This design comes from an exercise in tuning for small area, a short achievable clock period and few clock cycles per item on the open sky130 flow, not from production work. Where RTL was checked, it was by simulation tests only, not by an equivalence proof against the original. No activity file was given, so power comes from the tool's default toggle rates.

==> run a <==
// pulse_width_autobaud_detector
module pulse_width_autobaud_detector
#(
    parameter int NUM_BINS   = 20,
    parameter int WIDTH_BITS = 16
)
(
    input  logic                 clk,
    input  logic                 rst_n,
    input  logic                 pulse_valid,
    output logic                 pulse_ready,
    input  logic [OPCODE_W-1:0]  pulse_opcode,
    input  logic [PULSE_W-1:0]   pulse_width,
    output logic                 result_valid,
    input  logic                 result_ready,
    output logic [OUTCOME_W-1:0] result_outcome,
    output logic [BIN_W-1:0]     result_bin_index,
    output logic [DIV_W-1:0]     result_divisor,
    output logic                 result_engaged,
    input  logic                 cfg_we,
    input  logic [CFG_IDX_W-1:0] cfg_index,
    input  logic [CFG_DAT_W-1:0] cfg_data
);
    function automatic logic cout24(input logic [23:0] a, input logic [23:0] b, input logic cin);
        logic [23:0] g0, p0;
        logic [11:0] g1, p1;
        logic [5:0]  g2, p2;
        logic [2:0]  g3, p3;
        g0 = a & b;
        p0 = a | b;
        g0[0] = g0[0] | (p0[0] & cin);
        for (int i = 0; i < 12; i++)
        begin
            g1[i] = g0[2*i+1] | (p0[2*i+1] & g0[2*i]);
            p1[i] = p0[2*i+1] & p0[2*i];
        end
        for (int i = 0; i < 6; i++)
        begin
            g2[i] = g1[2*i+1] | (p1[2*i+1] & g1[2*i]);
  ...
Settings: LEC_CHECK=0, ABC_AREA=1, CAP_MARGIN=20, CORE_MARGIN=2, CORE_UTILIZATION=50, SETUP_SLACK_MARGIN=2.0, SLEW_MARGIN=20; clock period 5.5 ns.
run.sh (not shown) runs the stock make flow with config.mk's settings and CLKGATE_MAP_FILE= SYNTH_SCRIPT=/design/flow/synth_recipe.tcl, a recipe that flattens the netlist after the stock synthesis.
==> inputs of run b, as changes to run a <==
--- a/flow/design.v
+++ b/flow/design.v
@@ -36,17 +36,16 @@
 `timescale 1ns / 1ps
 import pwad_pkg::*;
 module pwad_datapath
 (
     input  logic [15:0] w,
     input  logic        none,    
     input  logic [15:0] lo,
     input  logic [16:0] hi,
-    input  logic [17:0] hi3,     
     output logic [2:0]  g,
     output logic        over,    
     output logic [15:0] base_h,  
     output logic [5:0]  lo_le    
 );
     function automatic logic cout24(input logic [23:0] a, input logic [23:0] b, input logic cin);
         logic [23:0] g0, p0;
         logic [11:0] g1, p1;
@@ -96,58 +95,43 @@
         cy = {(b[22:0] & c[22:0]) | (b[22:0] & na[22:0]) | (c[22:0] & na[22:0]), 1'b0};
         ge3 = sign24(s, cy);
     endfunction
     logic [21:0] wx;
     logic        c1, c2, c3, c4;
     assign wx = {6'd0, w};
     assign c1   = !none && gt24({2'd0, wx}, {5'd0, hi, 2'd0});
     assign c2   = !none && gt24({2'd0, wx}, {4'd0, hi, 3'd0});
-    assign c3   = !none && gt24({2'd0, wx}, {4'd0, hi3, 2'd0});
+    assign c3   = !none && gt3({2'd0, wx}, {3'd0, hi, 3'd0}, {5'd0, hi, 2'd0});
     assign c4   = !none && gt24({2'd0, wx}, {3'd0, hi, 4'd0});
     assign over = !none && gt3({2'd0, wx}, {3'd0, hi, 4'd0}, {5'd0, hi, 2'd0});
-    assign lo_le[0] = ge24({8'd0, w}, {8'd0, lo});
+    assign lo_le[0] = none ? (w == 16'hFFFF) : ge24({8'd0, w}, {8'd0, lo});
     assign lo_le[1] = ge24({8'd0, w}, {7'd0, lo, 1'b0});
     assign lo_le[2] = ge3({8'd0, w}, {7'd0, lo, 1'b0}, {8'd0, lo});
     assign lo_le[3] = ge24({8'd0, w}, {6'd0, lo, 2'b0});
     assign lo_le[4] = ge3({8'd0, w}, {6'd0, lo, 2'b0}, {8'd0, lo});
     assign lo_le[5] = ge3({8'd0, w}, {6'd0, lo, 2'b0}, {7'd0, lo, 1'b0});
-    always_comb
-    begin
-        g      = 3'd0;
-        base_h = '0;
-        if (c4)
-        begin
-            g      = 3'd4;
-            base_h = {hi[11:0], 4'd0};
-        end
-        else if (c3)
-        begin
-            g      = 3'd3;
-            base_h = {hi3[13:0], 2'd0};
-        end
-        else if (c2)
-        begin
-            g      = 3'd2;
-            base_h = {hi[12:0], 3'd0};
-        end
-        else if (c1)
-        begin
-            g      = 3'd1;
-            base_h = {hi[13:0], 2'd0};
-        end
-    end
+    logic [3:0]  sel;
+    logic [15:0] hi12;
+    assign hi12   = {hi[12:0], 3'd0} + {hi[13:0], 2'd0};
+    assign sel    = {c4, c3 && !c4, c2 && !c3, c1 && !c2};
+    assign g      = {c4, c2 && !c4, sel[0] || sel[2]};
+    assign base_h = ({16{sel[0]}} & {hi[13:0], 2'd0}) |
+                    ({16{sel[1]}} & {hi[12:0], 3'd0}) |
+                    ({16{sel[2]}} & hi12) |
+                    ({16{sel[3]}} & {hi[11:0], 4'd0});
 endmodule
 module pwad_fine
 (
     input  logic [15:0] w,
     input  logic [15:0] base_h,
     input  logic [2:0]  g,
     input  logic        over,
     input  logic [5:0]  lo_le,
+    input  logic        none,    
     input  logic [16:0] hi,
     input  logic [17:0] hi3,
     output logic        matched,
     output logic [4:0]  bin
 );
     function automatic logic cout24(input logic [23:0] a, input logic [23:0] b, input logic cin);
         logic [23:0] g0, p0;
         logic [11:0] g1, p1;
@@ -194,19 +178,19 @@
         logic [23:0] na, s, cy;
         na = ~a;
         s  = b ^ c ^ na;
         cy = {(b[22:0] & c[22:0]) | (b[22:0] & na[22:0]) | (c[22:0] & na[22:0]), 1'b0};
         ge3 = sign24(s, cy);
     endfunction
     logic e1, e2, e3, lo_ok;
     logic [1:0] f1;
-    assign e1 = gt3({8'd0, w}, {8'd0, base_h}, {7'd0, hi});
-    assign e2 = gt3({8'd0, w}, {8'd0, base_h}, {6'd0, hi, 1'b0});
-    assign e3 = gt3({8'd0, w}, {8'd0, base_h}, {6'd0, hi3});
+    assign e1 = !none && gt3({8'd0, w}, {8'd0, base_h}, {7'd0, hi});
+    assign e2 = e1 && gt3({8'd0, w}, {8'd0, base_h}, {6'd0, hi, 1'b0});
+    assign e3 = e1 && gt3({8'd0, w}, {8'd0, base_h}, {6'd0, hi3});
     assign f1      = {1'b0, e1} + {1'b0, e2} + {1'b0, e3};
     always_comb
     begin
         case (g)
             3'd0:    lo_ok = e3 ? lo_le[3] : e2 ? lo_le[2] : e1 ? lo_le[1] : lo_le[0];
             3'd1:    lo_ok = e2 || (e1 ? lo_le[5] : lo_le[4]);
             default: lo_ok = 1'b1;
         endcase
@@ -294,22 +278,18 @@
     logic                short_none;
     logic [15:0]         short_reg;
     logic [15:0]         lo_reg;         
     logic [16:0]         hi_reg;         
     logic [CNT_W-1:0]    total_reg, unm_reg;
     logic                unm_pend;       
     logic [ITER_W-1:0]   att_reg;
     logic                stall_reg;
-    logic [16:0]         hi_d;
-    logic [17:0]         hi3_d;
-    logic                b1_valid, b1_bin, b1_retry, b1_eng;
-    logic [OUTCOME_W-1:0] b1_oc;
-    logic [15:0]         b1_w;
-    logic                b2_valid, b2_bin, b2_cnt, b2_eng, b2_over;
+    logic [17:0]         hi3_d;          
+    logic                b2_valid, b2_bin, b2_eng, b2_over, b2_none;
     logic [OUTCOME_W-1:0] b2_oc;
     logic [15:0]         b2_w, b2_base_h;
     logic [2:0]          b2_g;
     logic [5:0]          b2_lo_le;
     logic                out_valid;
     logic [OUTCOME_W-1:0] out_outcome;
     logic [BIN_W-1:0]    out_bin_index;
     logic                out_succ;
@@ -338,35 +318,36 @@
     end
     logic adv, accept;
     assign adv         = !out_valid || result_ready;
     assign pulse_ready = adv && !stall_reg;
     assign accept      = pulse_valid && pulse_ready;
     logic [15:0] w;
     logic        is_start, is_abort, is_pulse;
     logic        decide, unm_ok, att_le1;
-    logic        a_succ, a_fail, a_retry, a_go, out_range, below;
+    logic        a_succ, a_fail, a_retry, a_none, a_go, out_range, below;
     logic        a_rej, a_short, a_bin;
     logic [OUTCOME_W-1:0] a_oc;
     logic        a_eng;
     logic [CNT_W-1:0] total_inc;
     logic [18:0] w7;
     assign w = pulse_width;
     assign is_start  = (pulse_opcode == OP_START);
     assign is_abort  = (pulse_opcode == OP_ABORT);
     assign is_pulse  = (pulse_opcode == OP_PULSE) && active_reg;
     assign decide    = gt24({8'd0, total_reg}, {8'd0, count_lim_reg});
     assign unm_ok    = ge24({8'd0, unmatch_lim_reg}, {8'd0, unm_reg});
     assign att_le1   = (att_reg <= 8'd1);
     assign a_succ    = is_pulse && decide && unm_ok;
     assign a_fail    = is_pulse && decide && !unm_ok && att_le1;
     assign a_retry   = is_pulse && decide && !unm_ok && !att_le1;
+    assign a_none    = a_retry || short_none;    
     assign a_go      = is_pulse && !(decide && (unm_ok || att_le1));
     assign out_range = gt24({8'd0, min_reg}, {8'd0, w}) || gt24({8'd0, w}, {8'd0, max_reg});
-    assign below     = decide ? (w != 16'hFFFF) : gt24({8'd0, lo_reg}, {8'd0, w});
+    assign below     = (decide || short_none) ? (w != 16'hFFFF) : gt24({8'd0, lo_reg}, {8'd0, w});
     assign a_rej     = a_go && out_range;
     assign a_short   = a_go && !out_range && below;
     assign a_bin     = a_go && !out_range && !below;
     always_comb
     begin
         a_oc  = OC_IGNORED;
         a_eng = active_reg;
         if (is_start)
@@ -399,61 +380,53 @@
     assign total_inc = (total_reg == CNT_MAX) ? CNT_MAX : total_reg + 1'b1;
     assign w7        = {w, 3'd0} - {3'd0, w};
     always_ff @(posedge clk or negedge rst_n)
     begin
         if (!rst_n)
         begin
             active_reg <= 1'b0;
             short_none <= 1'b1;
-            lo_reg     <= 16'hFFFF;
-            hi_reg     <= 17'h0FFFF;
             total_reg  <= '0;
             att_reg    <= '0;
         end
         else if (accept)
         begin
             active_reg <= a_eng;
             if (a_short)
-            begin
                 short_none <= 1'b0;
-                lo_reg     <= w7[18:3];
-                hi_reg     <= {1'b0, w} + {5'd0, w[15:4]};
-            end
             else if (is_start || a_retry)
-            begin
                 short_none <= 1'b1;
-                lo_reg     <= 16'hFFFF;
-                hi_reg     <= 17'h0FFFF;
-            end
             if (is_start || a_short || (a_retry && a_rej))
                 total_reg <= '0;
             else if (a_bin)
                 total_reg <= a_retry ? 16'd1 : total_inc;
             if (is_start)
                 att_reg <= iter_lim_reg;
             else if (a_retry)
                 att_reg <= att_reg - 1'b1;
             else if (a_fail)
                 att_reg <= '0;
         end
     end
     always_ff @(posedge clk)
     begin
         if (accept && a_short)
+        begin
             short_reg <= w;
+            lo_reg    <= w7[18:3];
+            hi_reg    <= {1'b0, w} + {5'd0, w[15:4]};
+        end
     end
     logic b2_match, b2_unmatched;
     logic a_clr, b_pending, succ_pending;
-    assign b2_unmatched = adv && b2_valid && b2_cnt && !b2_match;
+    assign b2_unmatched = adv && b2_valid && b2_bin && !b2_match;
     assign a_clr        = is_start || a_retry || a_short;
-    assign succ_pending = adv ? ((accept && a_succ) || (b1_valid && b1_oc == OC_SUCCESS))
-                              : ((b1_valid && b1_oc == OC_SUCCESS) || (b2_valid && b2_oc == OC_SUCCESS));
-    assign b_pending    = adv ? ((accept && is_pulse) || (b1_valid && b1_bin) || (b2_valid && b2_bin))
-                              : ((b1_valid && b1_bin) || (b2_valid && b2_bin));
+    assign succ_pending = adv ? (accept && a_succ) : (b2_valid && b2_oc == OC_SUCCESS);
+    assign b_pending    = adv ? ((accept && is_pulse) || (b2_valid && b2_bin)) : (b2_valid && b2_bin);
     always_ff @(posedge clk or negedge rst_n)
     begin
         if (!rst_n)
         begin
             unm_reg   <= '0;
             unm_pend  <= 1'b0;
             stall_reg <= 1'b0;
         end
@@ -469,87 +442,74 @@
                 if (unm_pend && unm_reg != CNT_MAX)
                     unm_reg <= unm_reg + 1'b1;
                 unm_pend <= b2_unmatched;
             end
             stall_reg <= (b_pending && ge24({8'd0, total_reg}, {8'd0, count_lim_reg})) || succ_pending;
         end
     end
     always_ff @(posedge clk)
-    begin
-        if (adv)
-        begin
-            hi_d  <= hi_reg;
-            hi3_d <= {hi_reg, 1'b0} + {1'b0, hi_reg};    
-        end
-    end
+        hi3_d <= {hi_reg, 1'b0} + {1'b0, hi_reg};
     logic [2:0]  s1_g;
     logic        s1_over;
     logic [15:0] s1_base_h;
     logic [5:0]  s1_lo_le;
     pwad_datapath u_coarse (
-        .w      (b1_w),
-        .none   (b1_retry),
+        .w      (w),
+        .none   (a_none),
         .lo     (lo_reg),
-        .hi     (hi_d),
-        .hi3    (hi3_d),
+        .hi     (hi_reg),
         .g      (s1_g),
         .over   (s1_over),
         .base_h (s1_base_h),
         .lo_le  (s1_lo_le)
     );
     logic [4:0] b2_binidx;
     pwad_fine u_fine (
         .w       (b2_w),
         .base_h  (b2_base_h),
         .g       (b2_g),
         .over    (b2_over),
         .lo_le   (b2_lo_le),
-        .hi      (hi_d),
+        .none    (b2_none),
+        .hi      (hi_reg),
         .hi3     (hi3_d),
         .matched (b2_match),
         .bin     (b2_binidx)
     );
     always_ff @(posedge clk or negedge rst_n)
     begin
         if (!rst_n)
         begin
-            b1_valid  <= 1'b0;
             b2_valid  <= 1'b0;
             out_valid <= 1'b0;
         end
         else if (adv)
         begin
-            b1_valid  <= accept;
-            b2_valid  <= b1_valid;
+            b2_valid  <= accept;
             out_valid <= b2_valid;
         end
     end
     always_ff @(posedge clk)
     begin
         if (adv)
         begin
-            b1_oc     <= a_oc;
-            b1_bin    <= a_bin;
-            b1_retry  <= a_retry;
-            b1_eng    <= a_eng;
-            b1_w      <= w;
-            b2_oc     <= b1_oc;
-            b2_bin    <= b1_bin;
-            b2_cnt    <= b1_bin && !(accept && a_clr);
-            b2_eng    <= b1_eng;
-            b2_w      <= b1_w;
+            b2_oc     <= a_oc;
+            b2_bin    <= a_bin;
+            b2_eng    <= a_eng;
+            b2_none   <= a_none;
+            b2_w      <= w;
             b2_g      <= s1_g;
             b2_over   <= s1_over;
             b2_base_h <= s1_base_h;
             b2_lo_le  <= s1_lo_le;
             out_outcome   <= b2_bin ? (b2_match ? OC_MATCHED : OC_UNMATCHED) : b2_oc;
             out_bin_index <= (b2_bin && b2_match) ? b2_binidx : 5'd0;
             out_succ      <= !b2_bin && b2_oc == OC_SUCCESS;
             out_engaged   <= b2_eng;
         end
     end
     assign result_valid     = out_valid;
     assign result_outcome   = out_outcome;
     assign result_bin_index = out_bin_index;
-    assign result_divisor   = !out_succ ? 16'd0 : short_none ? 16'hFFFF : short_reg;
+    assign result_divisor   = {16{out_succ}} & (short_reg | {16{short_none}});
     assign result_engaged   = out_engaged;
 endmodule
- CORE_UTILIZATION: 50 -> 40
- SETUP_SLACK_MARGIN: 2.0 -> 2.5
==> inputs of run c, as changes to run a <==
- SETUP_SLACK_MARGIN: 2.0 -> 2.5
==> inputs of run d, as changes to run a <==
--- a/flow/design.v
+++ b/flow/design.v
@@ -36,17 +36,16 @@
 `timescale 1ns / 1ps
 import pwad_pkg::*;
 module pwad_datapath
 (
     input  logic [15:0] w,
     input  logic        none,    
     input  logic [15:0] lo,
     input  logic [16:0] hi,
-    input  logic [17:0] hi3,     
     output logic [2:0]  g,
     output logic        over,    
     output logic [15:0] base_h,  
     output logic [5:0]  lo_le    
 );
     function automatic logic cout24(input logic [23:0] a, input logic [23:0] b, input logic cin);
         logic [23:0] g0, p0;
         logic [11:0] g1, p1;
@@ -96,50 +95,34 @@
         cy = {(b[22:0] & c[22:0]) | (b[22:0] & na[22:0]) | (c[22:0] & na[22:0]), 1'b0};
         ge3 = sign24(s, cy);
     endfunction
     logic [21:0] wx;
     logic        c1, c2, c3, c4;
     assign wx = {6'd0, w};
     assign c1   = !none && gt24({2'd0, wx}, {5'd0, hi, 2'd0});
     assign c2   = !none && gt24({2'd0, wx}, {4'd0, hi, 3'd0});
-    assign c3   = !none && gt24({2'd0, wx}, {4'd0, hi3, 2'd0});
+    assign c3   = !none && gt3({2'd0, wx}, {3'd0, hi, 3'd0}, {5'd0, hi, 2'd0});
     assign c4   = !none && gt24({2'd0, wx}, {3'd0, hi, 4'd0});
     assign over = !none && gt3({2'd0, wx}, {3'd0, hi, 4'd0}, {5'd0, hi, 2'd0});
-    assign lo_le[0] = ge24({8'd0, w}, {8'd0, lo});
+    assign lo_le[0] = none ? (w == 16'hFFFF) : ge24({8'd0, w}, {8'd0, lo});
     assign lo_le[1] = ge24({8'd0, w}, {7'd0, lo, 1'b0});
     assign lo_le[2] = ge3({8'd0, w}, {7'd0, lo, 1'b0}, {8'd0, lo});
     assign lo_le[3] = ge24({8'd0, w}, {6'd0, lo, 2'b0});
     assign lo_le[4] = ge3({8'd0, w}, {6'd0, lo, 2'b0}, {8'd0, lo});
     assign lo_le[5] = ge3({8'd0, w}, {6'd0, lo, 2'b0}, {7'd0, lo, 1'b0});
-    always_comb
-    begin
-        g      = 3'd0;
-        base_h = '0;
-        if (c4)
-        begin
-            g      = 3'd4;
-            base_h = {hi[11:0], 4'd0};
-        end
-        else if (c3)
-        begin
-            g      = 3'd3;
-            base_h = {hi3[13:0], 2'd0};
-        end
-        else if (c2)
-        begin
-            g      = 3'd2;
-            base_h = {hi[12:0], 3'd0};
-        end
-        else if (c1)
-        begin
-            g      = 3'd1;
-            base_h = {hi[13:0], 2'd0};
-        end
-    end
+    logic [3:0]  sel;
+    logic [15:0] hi12;
+    assign hi12   = {hi[12:0], 3'd0} + {hi[13:0], 2'd0};
+    assign sel    = {c4, c3 && !c4, c2 && !c3, c1 && !c2};
+    assign g      = {c4, c2 && !c4, sel[0] || sel[2]};
+    assign base_h = ({16{sel[0]}} & {hi[13:0], 2'd0}) |
+                    ({16{sel[1]}} & {hi[12:0], 3'd0}) |
+                    ({16{sel[2]}} & hi12) |
+                    ({16{sel[3]}} & {hi[11:0], 4'd0});
 endmodule
 module pwad_fine
 (
     input  logic [15:0] w,
     input  logic [15:0] base_h,
     input  logic [2:0]  g,
     input  logic        over,
     input  logic [5:0]  lo_le,
@@ -195,18 +178,18 @@
         na = ~a;
         s  = b ^ c ^ na;
         cy = {(b[22:0] & c[22:0]) | (b[22:0] & na[22:0]) | (c[22:0] & na[22:0]), 1'b0};
         ge3 = sign24(s, cy);
     endfunction
     logic e1, e2, e3, lo_ok;
     logic [1:0] f1;
     assign e1 = gt3({8'd0, w}, {8'd0, base_h}, {7'd0, hi});
-    assign e2 = gt3({8'd0, w}, {8'd0, base_h}, {6'd0, hi, 1'b0});
-    assign e3 = gt3({8'd0, w}, {8'd0, base_h}, {6'd0, hi3});
+    assign e2 = e1 && gt3({8'd0, w}, {8'd0, base_h}, {6'd0, hi, 1'b0});
+    assign e3 = e1 && gt3({8'd0, w}, {8'd0, base_h}, {6'd0, hi3});
     assign f1      = {1'b0, e1} + {1'b0, e2} + {1'b0, e3};
     always_comb
     begin
         case (g)
             3'd0:    lo_ok = e3 ? lo_le[3] : e2 ? lo_le[2] : e1 ? lo_le[1] : lo_le[0];
             3'd1:    lo_ok = e2 || (e1 ? lo_le[5] : lo_le[4]);
             default: lo_ok = 1'b1;
         endcase
@@ -294,22 +277,18 @@
     logic                short_none;
     logic [15:0]         short_reg;
     logic [15:0]         lo_reg;         
     logic [16:0]         hi_reg;         
     logic [CNT_W-1:0]    total_reg, unm_reg;
     logic                unm_pend;       
     logic [ITER_W-1:0]   att_reg;
     logic                stall_reg;
-    logic [16:0]         hi_d;
-    logic [17:0]         hi3_d;
-    logic                b1_valid, b1_bin, b1_retry, b1_eng;
-    logic [OUTCOME_W-1:0] b1_oc;
-    logic [15:0]         b1_w;
-    logic                b2_valid, b2_bin, b2_cnt, b2_eng, b2_over;
+    logic [17:0]         hi3_d;          
+    logic                b2_valid, b2_bin, b2_eng, b2_over;
     logic [OUTCOME_W-1:0] b2_oc;
     logic [15:0]         b2_w, b2_base_h;
     logic [2:0]          b2_g;
     logic [5:0]          b2_lo_le;
     logic                out_valid;
     logic [OUTCOME_W-1:0] out_outcome;
     logic [BIN_W-1:0]    out_bin_index;
     logic                out_succ;
@@ -438,22 +417,20 @@
     end
     always_ff @(posedge clk)
     begin
         if (accept && a_short)
             short_reg <= w;
     end
     logic b2_match, b2_unmatched;
     logic a_clr, b_pending, succ_pending;
-    assign b2_unmatched = adv && b2_valid && b2_cnt && !b2_match;
+    assign b2_unmatched = adv && b2_valid && b2_bin && !b2_match;
     assign a_clr        = is_start || a_retry || a_short;
-    assign succ_pending = adv ? ((accept && a_succ) || (b1_valid && b1_oc == OC_SUCCESS))
-                              : ((b1_valid && b1_oc == OC_SUCCESS) || (b2_valid && b2_oc == OC_SUCCESS));
-    assign b_pending    = adv ? ((accept && is_pulse) || (b1_valid && b1_bin) || (b2_valid && b2_bin))
-                              : ((b1_valid && b1_bin) || (b2_valid && b2_bin));
+    assign succ_pending = adv ? (accept && a_succ) : (b2_valid && b2_oc == OC_SUCCESS);
+    assign b_pending    = adv ? ((accept && is_pulse) || (b2_valid && b2_bin)) : (b2_valid && b2_bin);
     always_ff @(posedge clk or negedge rst_n)
     begin
         if (!rst_n)
         begin
             unm_reg   <= '0;
             unm_pend  <= 1'b0;
             stall_reg <= 1'b0;
         end
@@ -469,87 +446,72 @@
                 if (unm_pend && unm_reg != CNT_MAX)
                     unm_reg <= unm_reg + 1'b1;
                 unm_pend <= b2_unmatched;
             end
             stall_reg <= (b_pending && ge24({8'd0, total_reg}, {8'd0, count_lim_reg})) || succ_pending;
         end
     end
     always_ff @(posedge clk)
-    begin
-        if (adv)
-        begin
-            hi_d  <= hi_reg;
-            hi3_d <= {hi_reg, 1'b0} + {1'b0, hi_reg};    
-        end
-    end
+        hi3_d <= {hi_reg, 1'b0} + {1'b0, hi_reg};
     logic [2:0]  s1_g;
     logic        s1_over;
     logic [15:0] s1_base_h;
     logic [5:0]  s1_lo_le;
     pwad_datapath u_coarse (
-        .w      (b1_w),
-        .none   (b1_retry),
+        .w      (w),
+        .none   (a_retry),
         .lo     (lo_reg),
-        .hi     (hi_d),
-        .hi3    (hi3_d),
+        .hi     (hi_reg),
         .g      (s1_g),
         .over   (s1_over),
         .base_h (s1_base_h),
         .lo_le  (s1_lo_le)
     );
     logic [4:0] b2_binidx;
     pwad_fine u_fine (
         .w       (b2_w),
         .base_h  (b2_base_h),
         .g       (b2_g),
         .over    (b2_over),
         .lo_le   (b2_lo_le),
-        .hi      (hi_d),
+        .hi      (hi_reg),
         .hi3     (hi3_d),
         .matched (b2_match),
         .bin     (b2_binidx)
     );
     always_ff @(posedge clk or negedge rst_n)
     begin
         if (!rst_n)
         begin
-            b1_valid  <= 1'b0;
             b2_valid  <= 1'b0;
             out_valid <= 1'b0;
         end
         else if (adv)
         begin
-            b1_valid  <= accept;
-            b2_valid  <= b1_valid;
+            b2_valid  <= accept;
             out_valid <= b2_valid;
         end
     end
     always_ff @(posedge clk)
     begin
         if (adv)
         begin
-            b1_oc     <= a_oc;
-            b1_bin    <= a_bin;
-            b1_retry  <= a_retry;
-            b1_eng    <= a_eng;
-            b1_w      <= w;
-            b2_oc     <= b1_oc;
-            b2_bin    <= b1_bin;
-            b2_cnt    <= b1_bin && !(accept && a_clr);
-            b2_eng    <= b1_eng;
-            b2_w      <= b1_w;
+            b2_oc     <= a_oc;
+            b2_bin    <= a_bin;
+            b2_eng    <= a_eng;
+            b2_w      <= w;
             b2_g      <= s1_g;
             b2_over   <= s1_over;
             b2_base_h <= s1_base_h;
             b2_lo_le  <= s1_lo_le;
             out_outcome   <= b2_bin ? (b2_match ? OC_MATCHED : OC_UNMATCHED) : b2_oc;
             out_bin_index <= (b2_bin && b2_match) ? b2_binidx : 5'd0;
             out_succ      <= !b2_bin && b2_oc == OC_SUCCESS;
             out_engaged   <= b2_eng;
         end
     end
     assign result_valid     = out_valid;
     assign result_outcome   = out_outcome;
     assign result_bin_index = out_bin_index;
-    assign result_divisor   = !out_succ ? 16'd0 : short_none ? 16'hFFFF : short_reg;
+    assign result_divisor   = {16{out_succ}} & (short_reg | {16{short_none}});
     assign result_engaged   = out_engaged;
 endmodule
- SETUP_SLACK_MARGIN: 2.0 -> 2.3
==> results.txt <==
quantity	run d	run b	run c	run a
Depth of the most critical reg-to-reg path	14	17	11	12
Hold slack	0.425 ns	0.417 ns	0.426 ns	0.427 ns
Max Freq	0.316 GHz	0.339 GHz	0.343 GHz	0.296 GHz
Met2 WL	30400 microns	29500 microns	29600 microns	29100 microns
Setup repair after global routing missed its margin	false	true	true	false
Origin of the worst setup path	short_none	hi_reg[6]	lo_reg[2]	b1_w[7]
Die height	204 microns	227 microns	208 microns	208 microns
Status	no timing/DRC/antenna violations	no timing/DRC/antenna violations	no timing/DRC/antenna violations	no timing/DRC/antenna violations
Placed cells	3148	3231	3185	3183
Internal power	4230 uW	3880 uW	5670 uW	5400 uW
Diodes inserted	1	0	0	0
Fraction of area in clock buffers and inverters	0.0423	0.0402	0.0482	0.0492
Total of clock buffers placed in the layout	37	44	45	51
Power of the sequential group	2420 uW	2310 uW	3190 uW	3250 uW
Post-Syn Instances	2578	2517	2624	2624
Post-layout instance area	23500 sq um	24500 sq um	24900 sq um	23400 sq um
Starting density of the core	0.506	0.406	0.508	0.508
Most area-hungry cell type in the Yosys netlist	dfrtp_1	edfxtp_1	edfxtp_1	edfxtp_1
Sum of buffers and inverters on the critical path	2	1	2	1
Static Leak	0.0110 uW	0.0113 uW	0.0116 uW	0.0109 uW
Yosys reg bits	242	243	283	283
Violation count after the first detailed-route iteration	1172	1300	1094	1171
Hpwl dp	43000 microns	41600 microns	45400 microns	45100 microns
Data arrival time of the critical path	2.06 ns	3.28 ns	3.25 ns	3.77 ns
Met1 layer usage reported by global route	0.359	0.285	0.372	0.373
Post-layout min period	3.16 ns	2.95 ns	2.92 ns	3.38 ns
Testbench counts of run a, summed over its fixed seeds: cycles 12,910, items 12,800.
Testbench counts of run c, summed over its fixed seeds: cycles 12,910, items 12,800.
Testbench counts of run d, summed over its fixed seeds: cycles 12,873, items 12,800.
Only the layout flow was run in run b; the RTL was not checked for function there.

==> afterwards: timing with drivers on the ports <==
How much do the figures lean on ideal ports? The routed layouts below were timed once more, with nothing changed but the port constraints.
Step 1: set_driving_cell puts a clkbuf_16 on clk and a buf_2 on each other input, an assumption about the parent block.
Step 2 adds t to the input delays and takes it off the output delays; t is the mean of the earliest and latest rising clock arrival at the registers after step 1. Input paths then give back, and output paths get back, about the clock's delay inside the block.
a / b / c = ideal ports / drivers / drivers and shift; a / b = the first two.
run | shift t [ns] | setup WS [ns] | slew at the worst register clock pin (ns)
run a | 0.599 | 2.122 / 2.122 / 1.652 | 0.07 / 0.07
run b | 0.629 | 2.547 / 2.508 / 1.966 | 0.06 / 0.06
run c | 0.599 | 2.582 / 2.561 / 2.063 | 0.06 / 0.06
run d | 0.626 | 2.340 / 2.282 / 1.809 | 0.07 / 0.07
After both steps every run listed still meets setup and hold. The setup slack of run b, which loses most, moves by -0.039 ns with the drivers and by -0.581 ns with both steps.
